Source: an optimization exercise on an open RTL-to-GDS flow (aim: small area, a short achievable clock period and few clock cycles). Production flows keep margins and buffers that such runs may drop.
The RTL was checked by simulation tests, not by an equivalence proof against the original design.

==> inputs of run a <==
==> flow/design.v <==
`default_nettype none
package mips_isa_pkg;
	typedef logic [31:0] instr_t;
	typedef logic [5:0]  opcode_t;
	typedef logic [5:0]  funct_t;
	typedef logic [4:0]  shamt_t;
	typedef logic [15:0] imm_t;
	localparam int OPC_LSB   = 26;
	localparam int RS_LSB    = 21;
	localparam int RT_LSB    = 16;
	localparam int RD_LSB    = 11;
	localparam int SHAMT_LSB = 6;
	localparam int FUNCT_LSB = 0;
	localparam int IMM_LSB   = 0;
	localparam opcode_t OPC_SPECIAL = 6'h00;  
	localparam opcode_t OPC_ADDI    = 6'h08;
	localparam funct_t FN_SLL  = 6'h00;
	localparam funct_t FN_SRL  = 6'h02;
	localparam funct_t FN_SRA  = 6'h03;
	localparam funct_t FN_ADD  = 6'h20;
	localparam funct_t FN_ADDU = 6'h21;
	localparam funct_t FN_SUB  = 6'h22;
	localparam funct_t FN_SUBU = 6'h23;
	localparam funct_t FN_AND  = 6'h24;
	localparam funct_t FN_OR   = 6'h25;
	localparam funct_t FN_XOR  = 6'h26;
	localparam funct_t FN_NOR  = 6'h27;
	localparam funct_t FN_SLT  = 6'h2A;
	typedef enum logic [3:0] {
		OP_SLL,
		OP_SRL,
		OP_SRA,
		OP_ADD,
		OP_SUB,
		OP_AND,
		OP_OR,
		OP_XOR,
		OP_NOR,
		OP_SLT,
		OP_NONE
	} alu_op_t;
endpackage
`default_nettype wire
`default_nettype none
package mips_exec_pkg;
	typedef logic [31:0] word_t;
	typedef logic [4:0]  reg_idx_t;
	localparam reg_idx_t REG_ZERO = 5'd0;  
	localparam int       NUM_REGS = 32;
endpackage
`default_nettype wire
`timescale 1ns/1ns
`default_nettype none
module mips_regfile
(
	input  wire        clk,
	input  wire        reset,
	input  wire [31:1] rd_sel_a,     
	input  wire [31:1] rd_sel_b,
	output logic [31:0] rd_data_a,
	output logic [31:0] rd_data_b,
	input  wire        wr_en,
	input  wire  [4:0] wr_addr,
	input  wire [31:0] wr_data
);
	logic [31:0] regs [0:31];
	wire  [31:0] wd = wr_data & {32{~reset}};
	assign regs[0] = 32'd0;
	genvar i;
	for (i = 1; i < 32; i++) begin : g_reg
		logic [31:0] q;
		always_ff @(posedge clk)
			if (reset | (wr_en & (wr_addr == i)))
				q <= wd;
		assign regs[i] = q;
	end
	always_comb
	begin
		rd_data_a = '0;
		rd_data_b = '0;
		for (int i = 1; i < 32; i++)
		begin
			rd_data_a = rd_data_a | (regs[i] & {32{rd_sel_a[i]}});
			rd_data_b = rd_data_b | (regs[i] & {32{rd_sel_b[i]}});
		end
	end
endmodule
`default_nettype wire
`timescale 1ns/1ns
`default_nettype none
module mips_alu
(
	input  wire [31:0] a,
	input  wire [31:0] b,
	input  wire  [4:0] shamt,
	input  wire        inv,       
	input  wire        sel_sum,   
	input  wire        sel_slt,
	input  wire  [3:0] lut,       
	input  wire        sel_sr,    
	input  wire        sel_sl,    
	input  wire        sra,
	output logic [31:0] y
);
	wire [32:0] sum_x = {a, 1'b1} + {b, inv};
	wire [31:0] sum   = sum_x[32:1];
	wire        lt    = (a[31] ^ b[31]) ? sum[31] : a[31];
	wire [31:0] logic_y = (a & b & {32{lut[3]}}) | (a & ~b & {32{lut[2]}})
	                    | (~a & b & {32{lut[1]}}) | (~a & ~b & {32{lut[0]}});
	wire        fill   = sra & b[31];
	wire [31:0] sh_out = 32'({{32{fill}}, b} >> shamt);
	logic [31:0] sh_rev;
	always_comb
		for (int k = 0; k < 32; k++)
			sh_rev[k] = sh_out[31-k];
	assign y = ({32{sel_sum}} & sum)
	         | logic_y
	         | ({32{sel_slt}} & {31'd0, lt})
	         | ({32{sel_sr}} & sh_out)
	         | ({32{sel_sl}} & sh_rev);
endmodule
`default_nettype wire
`timescale 1ns/1ns
`default_nettype none
module instr_accept
(
	input  wire         clk,
	input  wire         reset,
	input  wire         dir,
	input  wire  [31:0] data_in,
	input  wire         adv,
	input  wire         x_wen,     
	input  wire   [4:0] x_dest,
	output logic        ack_prev,
	output logic        ir_v,
	output logic [31:1] rs_sel,    
	output logic [31:1] rt_sel,
	output logic  [4:0] dest,
	output logic [15:0] imm,       
	output logic        wen,       
	output logic        addi,
	output logic        sll,
	output logic        sr,        
	output logic        sra,
	output logic        inv,       
	output logic        sum,       
	output logic        slt,
	output logic  [3:0] lut,       
	output logic        fwd_s,     
	output logic        fwd_t,
	output logic        byp_s,     
	output logic        byp_t
);
	wire [5:0] opcode = data_in[31:26];
	wire [5:0] funct  = data_in[5:0];
	wire special = (opcode == mips_isa_pkg::OPC_SPECIAL);
	wire i_addi  = (opcode == mips_isa_pkg::OPC_ADDI);
	wire f_sll = special & (funct == mips_isa_pkg::FN_SLL);
	wire f_srl = special & (funct == mips_isa_pkg::FN_SRL);
	wire f_sra = special & (funct == mips_isa_pkg::FN_SRA);
	wire f_add = special & ((funct == mips_isa_pkg::FN_ADD) | (funct == mips_isa_pkg::FN_ADDU));
	wire f_sub = special & ((funct == mips_isa_pkg::FN_SUB) | (funct == mips_isa_pkg::FN_SUBU));
	wire f_and = special & (funct == mips_isa_pkg::FN_AND);
	wire f_or  = special & (funct == mips_isa_pkg::FN_OR);
	wire f_xor = special & (funct == mips_isa_pkg::FN_XOR);
	wire f_nor = special & (funct == mips_isa_pkg::FN_NOR);
	wire f_slt = special & (funct == mips_isa_pkg::FN_SLT);
	wire writes = i_addi | f_sll | f_srl | f_sra | f_add | f_sub | f_and | f_or | f_xor
	            | f_nor | f_slt;
	wire [4:0] i_dest = i_addi ? data_in[20:16] : data_in[15:11];
	wire [4:0] i_rs = data_in[25:21];
	wire [4:0] i_rt = data_in[20:16];
	logic ir_wen;
	assign ir_wen = ir_v & wen;
	always_ff @(posedge clk)
	begin
		if (reset)
		begin
			ack_prev <= 1'b0;
			ir_v     <= 1'b0;
		end
		else
		begin
			ack_prev <= dir & adv;
			if (adv)
				ir_v <= dir;
		end
	end
	always_ff @(posedge clk)
	begin
		if (adv)
		begin
			for (int i = 1; i < 32; i++)
			begin
				rs_sel[i] <= (i_rs == i);
				rt_sel[i] <= (i_rt == i);
			end
			dest <= i_dest;
			imm  <= data_in[15:0];
			wen  <= writes & (i_dest != 5'd0);
			addi <= i_addi;
			sll  <= f_sll;
			sr   <= f_srl | f_sra;
			sra  <= f_sra;
			inv  <= f_sub | f_slt;
			sum  <= i_addi | f_add | f_sub;
			slt  <= f_slt;
			lut  <= {f_and | f_or, f_or | f_xor, f_or | f_xor, f_nor};
			fwd_s <= ir_wen & (dest == i_rs);
			fwd_t <= ir_wen & (dest == i_rt);
			byp_s <= x_wen & (x_dest == i_rs);
			byp_t <= x_wen & (x_dest == i_rt);
		end
	end
endmodule
`default_nettype wire
`timescale 1ns/1ns
`default_nettype none
module exec_core
(
	input  wire         clk,
	input  wire         reset,
	input  wire         adv,
	input  wire         ir_v,
	input  wire  [31:1] rs_sel,
	input  wire  [31:1] rt_sel,
	input  wire   [4:0] dest,
	input  wire  [15:0] imm,
	input  wire         wen,
	input  wire         addi,
	input  wire         sll,
	input  wire         sr,
	input  wire         sra,
	input  wire         inv,
	input  wire         sum,
	input  wire         slt,
	input  wire   [3:0] lut,
	input  wire         fwd_s,
	input  wire         fwd_t,
	input  wire         byp_s,
	input  wire         byp_t,
	input  wire  [31:0] d,        
	input  wire         d_wen,    
	input  wire   [4:0] d_dest,
	output logic        x_v,
	output logic        x_wen,
	output logic  [4:0] x_dest,
	output logic [31:0] y
);
	wire [31:0] rf_a, rf_b;
	mips_regfile u_regfile (
		.clk       (clk),
		.reset     (reset),
		.rd_sel_a  (rs_sel),
		.rd_sel_b  (rt_sel),
		.rd_data_a (rf_a),
		.rd_data_b (rf_b),
		.wr_en     (d_wen),
		.wr_addr   (d_dest),
		.wr_data   (d)
	);
	wire [31:0] rd_a = byp_s ? d : rf_a;
	wire [31:0] rd_b = byp_t ? d : rf_b;
	wire [31:0] b_val = fwd_t ? y : rd_b;
	logic [31:0] b_rev;
	always_comb
		for (int k = 0; k < 32; k++)
			b_rev[k] = b_val[31-k];
	logic [31:0] s, t;
	logic  [4:0] shamt;
	logic        x_inv, x_sum, x_slt, x_sr, x_sl, x_sra;
	logic  [3:0] x_lut;
	always_ff @(posedge clk)
	begin
		if (reset)
		begin
			x_v   <= 1'b0;
			x_wen <= 1'b0;
		end
		else if (adv)
		begin
			x_v   <= ir_v;
			x_wen <= ir_v & wen;
		end
	end
	always_ff @(posedge clk)
	begin
		if (adv)
		begin
			s      <= fwd_s ? y : rd_a;
			if (addi)
				t <= {{16{imm[15]}}, imm};
			else if (sll)
				t <= b_rev;
			else
				t <= b_val ^ {32{inv}};
			x_dest <= dest;
			shamt  <= imm[10:6];
			x_inv  <= inv;
			x_sum  <= sum;
			x_slt  <= slt;
			x_lut  <= lut;
			x_sr   <= sr;
			x_sl   <= sll;
			x_sra  <= sra;
		end
	end
	mips_alu u_alu (
		.a       (s),
		.b       (t),
		.shamt   (shamt),
		.inv     (x_inv),
		.sel_sum (x_sum),
		.sel_slt (x_slt),
		.lut     (x_lut),
		.sel_sr  (x_sr),
		.sel_sl  (x_sl),
		.sra     (x_sra),
		.y       (y)
	);
endmodule
`default_nettype wire
`timescale 1ns/1ns
`default_nettype none
module result_port
(
	input  wire         clk,
	input  wire         reset,
	input  wire         x_v,
	input  wire         x_wen,
	input  wire   [4:0] x_dest,
	input  wire  [31:0] y,
	input  wire         ack_from_next,
	output logic        adv,
	output logic        dor,
	output logic [31:0] data_out,
	output logic        d_wen,
	output logic  [4:0] d_dest
);
	assign adv = ~dor | ack_from_next;
	always_ff @(posedge clk)
	begin
		if (reset)
		begin
			dor   <= 1'b0;
			d_wen <= 1'b0;
		end
		else if (adv)
		begin
			dor   <= x_v;
			d_wen <= x_wen;
		end
	end
	always_ff @(posedge clk)
	begin
		if (adv)
		begin
			data_out <= y;
			d_dest   <= x_dest;
		end
	end
endmodule
`default_nettype wire
`timescale 1ns/1ns
`default_nettype none
module mips_decoder_top
(
	input  wire    clk,
	input  wire    reset,
	input  wire    dir,
	input  mips_isa_pkg::instr_t data_in,
	input  wire    ack_from_next,
	output logic   ack_prev,
	output logic   dor,
	output mips_exec_pkg::word_t  data_out
);
	logic        adv;
	logic        ir_v;
	logic [31:1] rs_sel, rt_sel;
	logic  [4:0] dest;
	logic [15:0] imm;
	logic        wen, addi, sll, sr, sra, inv, sum, slt;
	logic  [3:0] lut;
	logic        fwd_s, fwd_t, byp_s, byp_t;
	logic        x_v, x_wen;
	logic  [4:0] x_dest;
	logic [31:0] y;
	logic        d_wen;
	logic  [4:0] d_dest;
	instr_accept u_accept (
		.clk      (clk),
		.reset    (reset),
		.dir      (dir),
		.data_in  (data_in),
		.adv      (adv),
		.x_wen    (x_wen),
		.x_dest   (x_dest),
		.ack_prev (ack_prev),
		.ir_v     (ir_v),
		.rs_sel   (rs_sel),
		.rt_sel   (rt_sel),
		.dest     (dest),
		.imm      (imm),
		.wen      (wen),
		.addi     (addi),
		.sll      (sll),
		.sr       (sr),
		.sra      (sra),
		.inv      (inv),
		.sum      (sum),
		.slt      (slt),
		.lut      (lut),
		.fwd_s    (fwd_s),
		.fwd_t    (fwd_t),
		.byp_s    (byp_s),
		.byp_t    (byp_t)
	);
	exec_core u_core (
		.clk    (clk),
		.reset  (reset),
		.adv    (adv),
		.ir_v   (ir_v),
		.rs_sel (rs_sel),
		.rt_sel (rt_sel),
		.dest   (dest),
		.imm    (imm),
		.wen    (wen),
		.addi   (addi),
		.sll    (sll),
		.sr     (sr),
		.sra    (sra),
		.inv    (inv),
		.sum    (sum),
		.slt    (slt),
		.lut    (lut),
		.fwd_s  (fwd_s),
		.fwd_t  (fwd_t),
		.byp_s  (byp_s),
		.byp_t  (byp_t),
		.d      (data_out),
		.d_wen  (d_wen),
		.d_dest (d_dest),
		.x_v    (x_v),
		.x_wen  (x_wen),
		.x_dest (x_dest),
		.y      (y)
	);
	result_port u_result (
		.clk           (clk),
		.reset         (reset),
		.x_v           (x_v),
		.x_wen         (x_wen),
		.x_dest        (x_dest),
		.y             (y),
		.ack_from_next (ack_from_next),
		.adv           (adv),
		.dor           (dor),
		.data_out      (data_out),
		.d_wen         (d_wen),
		.d_dest        (d_dest)
	);
endmodule
`default_nettype wire
==> flow/run.sh <==
#!/bin/bash
# synth_recipe.tcl (not shown) runs the flow's synth.tcl, then flattens the netlist and writes it again
# the make line also repeats each setting of config.mk as NAME=value (left out here)
make -C /OpenROAD-flow-scripts/flow DESIGN_CONFIG=/design/flow/config.mk WORK_HOME=/design/flow/orfs CLKGATE_MAP_FILE= SYNTH_SCRIPT=/design/flow/synth_recipe.tcl finish
==> flow/config.mk <==
export PLATFORM = sky130hd
export DESIGN_NAME = mips_decoder_top
export DESIGN_NICKNAME = mips_decoder_top
export VERILOG_FILES = /design/flow/design.v
export SDC_FILE = /design/flow/constraint.sdc
export NUM_CORES = 4
export LEC_CHECK = 0
export CAP_MARGIN = 20
export CORE_MARGIN = 2
export CORE_UTILIZATION = 45
export CTS_CLUSTER_DIAMETER = 100
export CTS_CLUSTER_SIZE = 30
export SETUP_SLACK_MARGIN = 3.5
export SLEW_MARGIN = 20
==> flow/constraint.sdc <==
create_clock -name core_clock -period 7.0 [get_ports {clk}]
set_input_delay 1.4000 -clock core_clock [delete_from_list [all_inputs] [get_ports {clk}]]
set_output_delay 1.4000 -clock core_clock [all_outputs]
set_load 0.01 [all_outputs]
==> run b (differences from run a) <==
--- a/flow/design.v
+++ b/flow/design.v
@@ -130,3 +130,3 @@
 	input  wire  [31:0] data_in,
-	input  wire         adv,
+	input  wire         ready,
 	input  wire         x_wen,     
@@ -183,5 +183,4 @@
 		begin
-			ack_prev <= dir & adv;
-			if (adv)
-				ir_v <= dir;
+			ack_prev <= dir & ready;
+			ir_v     <= dir & ready;
 		end
@@ -190,3 +189,2 @@
 	begin
-		if (adv)
 		begin
@@ -222,3 +220,2 @@
 	input  wire         reset,
-	input  wire         adv,
 	input  wire         ir_v,
@@ -279,3 +276,3 @@
 		end
-		else if (adv)
+		else
 		begin
@@ -287,3 +284,2 @@
 	begin
-		if (adv)
 		begin
@@ -328,3 +324,4 @@
 	input  wire         reset,
-	input  wire         x_v,
+	input  wire         ir_v,           
+	input  wire         x_v,            
 	input  wire         x_wen,
@@ -333,3 +330,3 @@
 	input  wire         ack_from_next,
-	output logic        adv,
+	output logic        ready,
 	output logic        dor,
@@ -337,5 +334,5 @@
 	output logic        d_wen,
-	output logic  [4:0] d_dest
+	output logic  [4:0] d_dest,
+	output logic [31:0] d
 );
-	assign adv = ~dor | ack_from_next;
 	always_ff @(posedge clk)
@@ -343,19 +340,35 @@
 		if (reset)
-		begin
-			dor   <= 1'b0;
 			d_wen <= 1'b0;
-		end
-		else if (adv)
-		begin
-			dor   <= x_v;
+		else
 			d_wen <= x_wen;
-		end
+		d      <= y;
+		d_dest <= x_dest;
 	end
+	logic  [1:0] cnt;      
+	logic [31:0] q1, q2;   
+	wire       take = dor & ack_from_next;
+	wire [1:0] left = cnt - {1'b0, take};           
+	wire [2:0] room = {1'b0, left} + {2'b0, x_v} + {2'b0, ir_v};
+	assign ready = (room <= 3'd2);
 	always_ff @(posedge clk)
 	begin
-		if (adv)
+		if (reset)
 		begin
-			data_out <= y;
-			d_dest   <= x_dest;
+			cnt <= 2'd0;
+			dor <= 1'b0;
 		end
+		else
+		begin
+			cnt <= left + {1'b0, x_v};
+			dor <= (left != 2'd0) | x_v;
+		end
+	end
+	always_ff @(posedge clk)
+	begin
+		if (take | (cnt == 2'd0))
+			data_out <= (take & cnt[1]) ? q1 : y;
+		if (take | (cnt == 2'd1))
+			q1 <= (take & (cnt == 2'd3)) ? q2 : y;
+		if (left == 2'd2)
+			q2 <= y;
 	end
@@ -376,3 +389,3 @@
 );
-	logic        adv;
+	logic        ready;
 	logic        ir_v;
@@ -389,2 +402,3 @@
 	logic  [4:0] d_dest;
+	logic [31:0] d;
 	instr_accept u_accept (
@@ -394,3 +408,3 @@
 		.data_in  (data_in),
-		.adv      (adv),
+		.ready    (ready),
 		.x_wen    (x_wen),
@@ -420,3 +434,2 @@
 		.reset  (reset),
-		.adv    (adv),
 		.ir_v   (ir_v),
@@ -439,3 +452,3 @@
 		.byp_t  (byp_t),
-		.d      (data_out),
+		.d      (d),
 		.d_wen  (d_wen),
@@ -455,3 +468,4 @@
 		.ack_from_next (ack_from_next),
-		.adv           (adv),
+		.ready         (ready),
+		.ir_v          (ir_v),
 		.dor           (dor),
@@ -459,3 +473,4 @@
 		.d_wen         (d_wen),
-		.d_dest        (d_dest)
+		.d_dest        (d_dest),
+		.d             (d)
 	);
CORE_UTILIZATION = 55   (was 45)
CTS_CLUSTER_DIAMETER = 80   (was 100)
CTS_CLUSTER_SIZE = 25   (was 30)
==> run summary <==
- In critical path depth, run b and run a do not differ.
- Between run a and run b, the lower synthesized cell count is in run a (gap 4.8%, measured against run b).
- Count of clock-buffer cells in the layout: run b is higher than run a (42).
- Synthesized area: run a is lower than run b (about 2.6%).
- Between run b and run a, the lower global-route usage is in run a (gap 8.3 points).
- Of run b and run a, run b has the higher first-iteration DRC count (gap 1.5%, measured against run a).
- Register-to-register slack is about the same in run a and run b.
- Design area: run a is lower than run b (1.3%).
Testbench counts of run a, summed over its fixed seeds: cycles 4,824.
Testbench counts of run b, summed over its fixed seeds: cycles 4,824.

-- port drivers added, routing unchanged --
How much do the figures lean on ideal ports? The routed layouts below were timed once more, with nothing changed but the port constraints. Step 1 (the two cells are an assumption about what drives the block):
set clk [get_ports {clk}]
set_driving_cell -lib_cell sky130_fd_sc_hd__clkbuf_16 $clk
set_driving_cell -lib_cell sky130_fd_sc_hd__buf_2 [delete_from_list [all_inputs] $clk]
Step 2 moves the port delays by t, midway between the first and last clock arrival at a register: inputs arrive t later, outputs are due t later. That takes back most of the time a late clock gives input paths. Slacks: ideal / step 1 / step 2; pairs: ideal / step 1.
run	t, ns	slack for setup (ns)	worst register clock-pin slew, ns	worst slew at a driven data input, ns	cell pins on the clock port's net
run a	0.803	3.305 / 3.305 / 2.822	0.12 / 0.12	0.06	1
run b	0.756	3.312 / 3.312 / 2.644	0.11 / 0.11	0.07	1
After both steps every run listed still meets setup and hold. For run b, which loses most, drivers alone change the setup slack by 0.000 ns; drivers and shift together by -0.668 ns.
